This design comes from an exercise in tuning for small area on the open sky130 flow, not from production work.
Only simulation tests tie the RTL to the original design; equivalence was not proved.
No activity file was given, so power comes from the tool's default toggle rates.

## softreg_fabric_top
module softreg_fabric_top (
	input  logic          global_clk,
	input  logic          global_rst_n,
	input  logic [softreg_pkg::SR_REQ_W-1:0]  softreg_req,
	output logic [softreg_pkg::SR_RESP_W-1:0] softreg_resp
);
Size: roughly 4700 cells after synthesis, ~85000 um2 of cells after synthesis.
==> flow/config.mk <==
export PLATFORM = sky130hd
export DESIGN_NAME = softreg_fabric_top
export DESIGN_NICKNAME = softreg_fabric_top
export VERILOG_FILES = /design/flow/design.v
export SDC_FILE = /design/flow/constraint.sdc
export NUM_CORES = 4
export LEC_CHECK = 0
export CAP_MARGIN = 20
export CORE_MARGIN = 2
export CORE_UTILIZATION = 60
export CTS_BUF_LIST = sky130_fd_sc_hd__clkbuf_8
export PLACE_DENSITY = 0.7
export SLEW_MARGIN = 20
==> flow/constraint.sdc <==
create_clock -name core_clock -period 5.0 [get_ports {global_clk}]
set_input_delay 1.0000 -clock core_clock [delete_from_list [all_inputs] [get_ports {global_clk}]]
set_output_delay 1.0000 -clock core_clock [all_outputs]
set_load 0.01 [all_outputs]
standard.sh (not shown) runs the stock make flow with config.mk's settings and CLKGATE_MAP_FILE= SYNTH_SCRIPT=/design/flow/synth_recipe.tcl, a recipe that flattens the netlist after the stock synthesis.
==> flow/flow/run.sh <==
#!/bin/bash
# Standard ORFS layout with smaller port buffers and no CTS dummy loads.
set -uo pipefail
cd "$(dirname "${BASH_SOURCE[0]}")/.."
bash standard.sh \
  "BUFFER_PORTS_ARGS=-buffer_cell sky130_fd_sc_hd__buf_1" \
  "CTS_ARGS=-sink_clustering_enable -repair_clock_nets -buf_list sky130_fd_sc_hd__clkbuf_8 -dont_use_dummy_load" \
  finish > flow_make.log 2>&1
status=$?
tail -20 flow_make.log
exit $status
Edit:
==> flow/run.sh (new file) <==
#!/bin/bash
# synth_recipe.tcl (not shown) runs the flow's synth.tcl, then flattens the netlist and writes it again
# the make line also repeats each setting of config.mk as NAME=value (left out here)
make -C /OpenROAD-flow-scripts/flow DESIGN_CONFIG=/design/flow/config.mk WORK_HOME=/design/flow/orfs CLKGATE_MAP_FILE= SYNTH_SCRIPT=/design/flow/synth_recipe.tcl finish
CORE_UTILIZATION = 35   (was 60)
CTS_BUF_LIST = not set   (was sky130_fd_sc_hd__clkbuf_8)
PLACE_DENSITY = not set   (was 0.7)
removed: flow/flow/run.sh
removed: flow/standard.sh
Outcome:
- global-route usage falls by 15 points
- design area rises by 6.2%
- die area rises by about 70%
- non-clock buffer count rises by 63
- clock-buffer cell count falls by 85
- first-iteration DRC count falls by 12%
- synthesized cell count is unchanged
- wire length rises by about 8%
- combinational power rises by about 9%
- worst setup slack is better by 0.018 ns

========
== v32 ==
The RTL this note starts from:
==> flow/design.v <==
`timescale 1ns/1ns
package softreg_pkg;
	localparam int SR_ADDR_W = 32;
	localparam int SR_DATA_W = 64;
	localparam int BANK_SEL_W = 8;
	localparam int REG_SEL_W  = 8;
	localparam int SR_REQ_W  = 2 + SR_ADDR_W + SR_DATA_W;
	localparam int SR_RESP_W = 1 + SR_DATA_W;
	localparam int UNUSED_HI_W = SR_ADDR_W - BANK_SEL_W - REG_SEL_W;
	typedef struct packed {
		logic [UNUSED_HI_W-1:0] unused_hi;
		logic [BANK_SEL_W-1:0]  bank_sel;
		logic [REG_SEL_W-1:0]   reg_sel;
	} sr_addr_t;
	typedef struct packed {
		logic                 valid;
		logic                 is_write;
		sr_addr_t             addr;
		logic [SR_DATA_W-1:0] data;
	} softreg_req_t;
	typedef struct packed {
		logic                 valid;
		logic [SR_DATA_W-1:0] data;
	} softreg_resp_t;
endpackage
`timescale 1ns/1ns
module pipe_delay #(
	parameter int WIDTH  = 1,
	parameter int STAGES = 1
) (
	input  logic             global_clk,
	input  logic             global_rst_n,
	input  logic [WIDTH-1:0] in_bus,
	output logic [WIDTH-1:0] out_bus
);
	generate
		if (STAGES == 0) begin : gen_no_delay
			assign out_bus = in_bus;
		end else begin : gen_delay
			logic [WIDTH-1:0] stage_q [STAGES];
			always_ff @(posedge global_clk) begin
				if (global_rst_n) begin
					for (int s = 0; s < STAGES; s++) begin
						stage_q[s] <= '0;
					end
				end else begin
					stage_q[0] <= in_bus;
					for (int s = 1; s < STAGES; s++) begin
						stage_q[s] <= stage_q[s-1];
					end
				end
			end
			assign out_bus = stage_q[STAGES-1];
		end
	endgenerate
endmodule
`timescale 1ns/1ns
module softreg_bank #(
	parameter int BANK_ID       = 0,
	parameter int REGS_PER_BANK = 8
) (
	input  logic          global_clk,
	input  logic          global_rst_n,
	input  softreg_pkg::softreg_req_t  req,
	output softreg_pkg::softreg_resp_t resp
);
	localparam int BANK_SEL_W = softreg_pkg::BANK_SEL_W;
	localparam int REG_IDX_W = (REGS_PER_BANK > 1) ? $clog2(REGS_PER_BANK) : 1;
	softreg_pkg::sr_addr_t req_addr;
	logic                  bank_hit;
	logic                  reg_hit;
	logic                  access_hit;
	logic                  wr_hit;
	logic                  rd_hit;
	logic [REG_IDX_W-1:0]  reg_idx;
	assign req_addr = req.addr;
	assign bank_hit = (req_addr.unused_hi == '0) &&
		(req_addr.bank_sel == BANK_SEL_W'(BANK_ID));
	assign reg_hit = (int'(req_addr.reg_sel) < REGS_PER_BANK);
	assign access_hit = req.valid && bank_hit && reg_hit;
	assign wr_hit     = access_hit && req.is_write;
	assign rd_hit     = access_hit && !req.is_write;
	assign reg_idx = req_addr.reg_sel[REG_IDX_W-1:0];
	logic [softreg_pkg::SR_DATA_W-1:0] regs_q [REGS_PER_BANK];
	always_ff @(posedge global_clk) begin
		if (global_rst_n) begin
			for (int r = 0; r < REGS_PER_BANK; r++) begin
				regs_q[r] <= '0;
			end
		end else if (wr_hit) begin
			regs_q[reg_idx] <= req.data;
		end
	end
	always_ff @(posedge global_clk) begin
		if (global_rst_n) begin
			resp <= '0;
		end else if (rd_hit) begin
			resp <= {1'b1, regs_q[reg_idx]};
		end else begin
			resp <= '0;
		end
	end
endmodule
`timescale 1ns/1ns
module resp_or_tree #(
	parameter int NUM_BANKS = 4
) (
	input  logic          global_clk,
	input  logic          global_rst_n,
	input  logic [NUM_BANKS*softreg_pkg::SR_RESP_W-1:0] leaf_resp,
	output softreg_pkg::softreg_resp_t root_resp
);
	localparam int NUM_NODES = 2 * NUM_BANKS - 1;
	localparam int LEAF_BASE = NUM_BANKS - 1;
	logic [softreg_pkg::SR_RESP_W-1:0] node_q [NUM_NODES];
	always_ff @(posedge global_clk) begin
		if (global_rst_n) begin
			for (int n = 0; n < NUM_NODES; n++) begin
				node_q[n] <= '0;
			end
		end else begin
			for (int b = 0; b < NUM_BANKS; b++) begin
				node_q[LEAF_BASE + b] <= leaf_resp[b*softreg_pkg::SR_RESP_W +: softreg_pkg::SR_RESP_W];
			end
			for (int n = 0; n < LEAF_BASE; n++) begin
				node_q[n] <= node_q[2*n + 1] | node_q[2*n + 2];
			end
		end
	end
	assign root_resp = node_q[0];
endmodule
`timescale 1ns/1ns
module softreg_fabric_top (
	input  logic          global_clk,
	input  logic          global_rst_n,
	input  logic [softreg_pkg::SR_REQ_W-1:0]  softreg_req,
	output logic [softreg_pkg::SR_RESP_W-1:0] softreg_resp
);
	localparam int NREGS  = 32;
	localparam int DW     = softreg_pkg::SR_DATA_W;
	localparam int DSTAGES = 7;
	logic rst;
	assign rst = global_rst_n;
	logic       req_valid;
	logic       req_write;
	logic       in_range;
	logic [4:0] req_idx;
	assign req_valid = softreg_req[97];
	assign req_write = softreg_req[96];
	assign in_range = req_valid && (softreg_req[95:74] == '0) && (softreg_req[71:67] == '0);
	assign req_idx  = {softreg_req[73:72], softreg_req[66:64]};
	logic [DW-1:0] wr_data;
	assign wr_data = rst ? '0 : softreg_req[DW-1:0];
	logic [DW-1:0] regs_q [NREGS];
	genvar r;
	generate
		for (r = 0; r < NREGS; r++) begin : gen_reg
			logic wr_en;
			assign wr_en = rst || (in_range && req_write && (req_idx == 5'(r)));
			always_ff @(posedge global_clk) begin
				if (wr_en) regs_q[r] <= wr_data;
			end
		end
	endgenerate
	logic       rd_valid_q [DSTAGES + 1];
	logic [NREGS-1:0] rd_sel_q;
	logic [DW-1:0] rd_data_q [DSTAGES];
	always_ff @(posedge global_clk) begin
		if (rst) begin
			for (int s = 0; s <= DSTAGES; s++) rd_valid_q[s] <= 1'b0;
		end else begin
			rd_valid_q[0] <= in_range && !req_write;
			for (int s = 1; s <= DSTAGES; s++) rd_valid_q[s] <= rd_valid_q[s-1];
		end
	end
	always_ff @(posedge global_clk) begin
		for (int i = 0; i < NREGS; i++) rd_sel_q[i] <= (req_idx == 5'(i));
	end
	logic [DW-1:0] rd_mux;
	always_comb begin
		rd_mux = '0;
		for (int i = 0; i < NREGS; i++)
			rd_mux = rd_mux | (regs_q[i] & {DW{rd_sel_q[i]}});
	end
	always_ff @(posedge global_clk) begin
		rd_data_q[0] <= rd_mux;
		for (int s = 1; s < DSTAGES - 1; s++) rd_data_q[s] <= rd_data_q[s-1];
		rd_data_q[DSTAGES-1] <= (rd_valid_q[DSTAGES-1] && !rst) ? rd_data_q[DSTAGES-2] : '0;
	end
	assign softreg_resp = {rd_valid_q[DSTAGES], rd_data_q[DSTAGES-1]};
endmodule
export LEC_CHECK = 0
export CAP_MARGIN = 20
export CORE_MARGIN = 2
export CORE_UTILIZATION = 55
export PLACE_DENSITY = 0.65
export SLEW_MARGIN = 20
create_clock -name core_clock -period 5.0 [get_ports {global_clk}]
==> flow/flow/run.sh <==
#!/bin/bash
# Standard ORFS layout (the standard.sh) with these changes:
#  - synthesis maps the combinational logic with an area-oriented ABC script
#    (flow/abc_area_map.script in place of ORFS's abc_speed.script); the rest of
#    the synthesis, and so every register, is the standard one,
#  - buf_1 port buffers instead of the default clkdlybuf4s50_1,
#  - CTS with larger sink clusters on clkbuf_8 and no dummy loads,
# Make output goes to synth_make.log and flow_make.log; ORFS writes each step's
# log under orfs/logs.
set -uo pipefail
cd "$(dirname "${BASH_SOURCE[0]}")/.."
rm -rf scripts_mod
cp -r "$FLOW_HOME/scripts" scripts_mod
cp flow/abc_area_map.script scripts_mod/abc_speed.script
bash standard.sh "SCRIPTS_DIR=$PWD/scripts_mod" synth > synth_make.log 2>&1
status=$?
if [[ $status -ne 0 ]]; then tail -20 synth_make.log; exit $status; fi
bash standard.sh \
  "BUFFER_PORTS_ARGS=-buffer_cell sky130_fd_sc_hd__buf_1" \
  "CTS_ARGS=-sink_clustering_enable -repair_clock_nets -dont_use_dummy_load -buf_list sky130_fd_sc_hd__clkbuf_8 -sink_clustering_size 18 -sink_clustering_max_diameter 60" \
  finish > flow_make.log 2>&1
status=$?
tail -20 flow_make.log
exit $status
==> flow/flow/abc_area_map.script <==
&get -n
&st
&dch
&nf -R 1000 -p -C 32 -F 8
&put
topo
stime -c
v32 ran to completion and came out clean on the timing, DRC and antenna checks.
Input-level comparison between v26 and v32:
diff --git a/flow/flow/run.sh b/flow/flow/run.sh
--- a/flow/flow/run.sh
+++ b/flow/flow/run.sh
@@ -7,0 +8 @@
+#  - power recovery (gate downsizing) after global routing.
@@ -20,0 +22 @@
+  "RECOVER_POWER=100" \
Findings:
Slowest stage cell on the critical path = a21o_4: v32; slowest stage cell on the critical path = a21o_1: v26. Nothing crashed in v26 and all stages finished; the problem is that the final layout failed, the offending checks being max-capacitance violations, max-slew violations. v32 finished every stage and its layout cleared the timing, DRC and antenna checks. Cmp v32 and v26 / final period utilization / higher: v26. v26 packs its core more loosely than v32. [compare] base=v32 new=v26: routed wire length saw little to no change; total power did not really move.
diff inputs: v26 => v4
- CORE_UTILIZATION: 55 -> 65
- PLACE_DENSITY: 0.65 -> 0.75
diff --git a/flow/flow/run.sh b/flow/flow/run.sh
--- a/flow/flow/run.sh
+++ b/flow/flow/run.sh
@@ -8 +7,0 @@
-#  - power recovery (gate downsizing) after global routing.
@@ -22 +20,0 @@
-  "RECOVER_POWER=100" \
--- outcome ---
Diff v26 -> v4 | count of clock-buffer cells in the layout | decrease of 4.7%
Lower number of standard cells in the layout, taps in and fillers out goes to v4 over v26.
v4: detailed-placement wirelength estimate about 0.46% below v26
v4 reached the end of the flow, and the finished layout is clean on the timing, DRC and antenna checks.
> inputs changed (v4 -> v12)
- swapping 65 for 55 in CORE_UTILIZATION
- swapping 0.75 for 0.65 in PLACE_DENSITY
diff --git a/flow/flow/run.sh b/flow/flow/run.sh
--- a/flow/flow/run.sh
+++ b/flow/flow/run.sh
@@ -7,0 +8 @@
+#  - power recovery (gate downsizing) after global routing.
@@ -20 +21,2 @@
-  "CTS_ARGS=-sink_clustering_enable -repair_clock_nets -dont_use_dummy_load -buf_list sky130_fd_sc_hd__clkbuf_8 -sink_clustering_size 18 -sink_clustering_max_diameter 60" \
+  "CTS_ARGS=-sink_clustering_enable -repair_clock_nets -dont_use_dummy_load -buf_list sky130_fd_sc_hd__clkbuf_8 -sink_clustering_size 16 -sink_clustering_max_diameter 50" \
+  "RECOVER_POWER=100" \
--- outcome ---
Diff v4 -> v12 | first-pass GRT wire length | increase of 1.7%
On average wire length per cell after detail routing: v12 sits below v4.
Clock network power share: v12 > v4
nor2_1 as the cell with the biggest individual delay on the critical path was reported by v4, and dfxtp_1 by v12.
Between v12 and v4, the difference in cell area is negligible.
To summarise v12: no stage aborted, but the layout did not pass its checks, failing on max-capacitance violations, max-slew violations.

==> separate check: timing with driven ports <==
How much do the figures lean on ideal ports? The routed layouts below were timed once more, with nothing changed but the port constraints. Step 1 (the two cells are an assumption about what drives the block):
set clk [get_ports {global_clk}]
set_driving_cell -lib_cell sky130_fd_sc_hd__clkbuf_16 $clk
set_driving_cell -lib_cell sky130_fd_sc_hd__buf_2 [delete_from_list [all_inputs] $clk]
Step 2, shift: input delay + t, output delay - t, t = (earliest + latest rising clock arrival at the registers) / 2. This alone moves slack from input paths to output paths. a / b / c = no drivers / after step 1 / after step 2; a / b = the first two.
| run | shift t [ns] | setup WS [ns] | worst setup path after step 2 | clock arrival spread, ns | worst slew at a driven data input, ns |
|---|---|---|---|---|---|
| the first run of note 1 | 1.112 | 1.112 / 1.112 / 0.860 | input to register | 0.127 / 0.127 | 0.12 |
| the second run of note 1 | 0.965 | 1.130 / 1.130 / 0.463 | input to register | 0.056 / 0.056 | 0.11 |
| v32 | 1.010 | 2.106 / 2.166 / 1.156 | input to register | 0.130 / 0.130 | 0.13 |
| v26 | 1.008 | 1.231 / 1.290 / 0.282 | input to register | 0.123 / 0.122 | 0.13 |
| v4 | 0.979 | 1.976 / 1.976 / 1.154 | input to register | 0.104 / 0.104 | 0.09 |
| v12 | 0.976 | 1.023 / 1.023 / 0.266 | input to register | 0.124 / 0.124 | 0.12 |
For v32, which loses most, drivers alone change the setup slack by +0.060 ns; drivers and shift together by -0.950 ns.
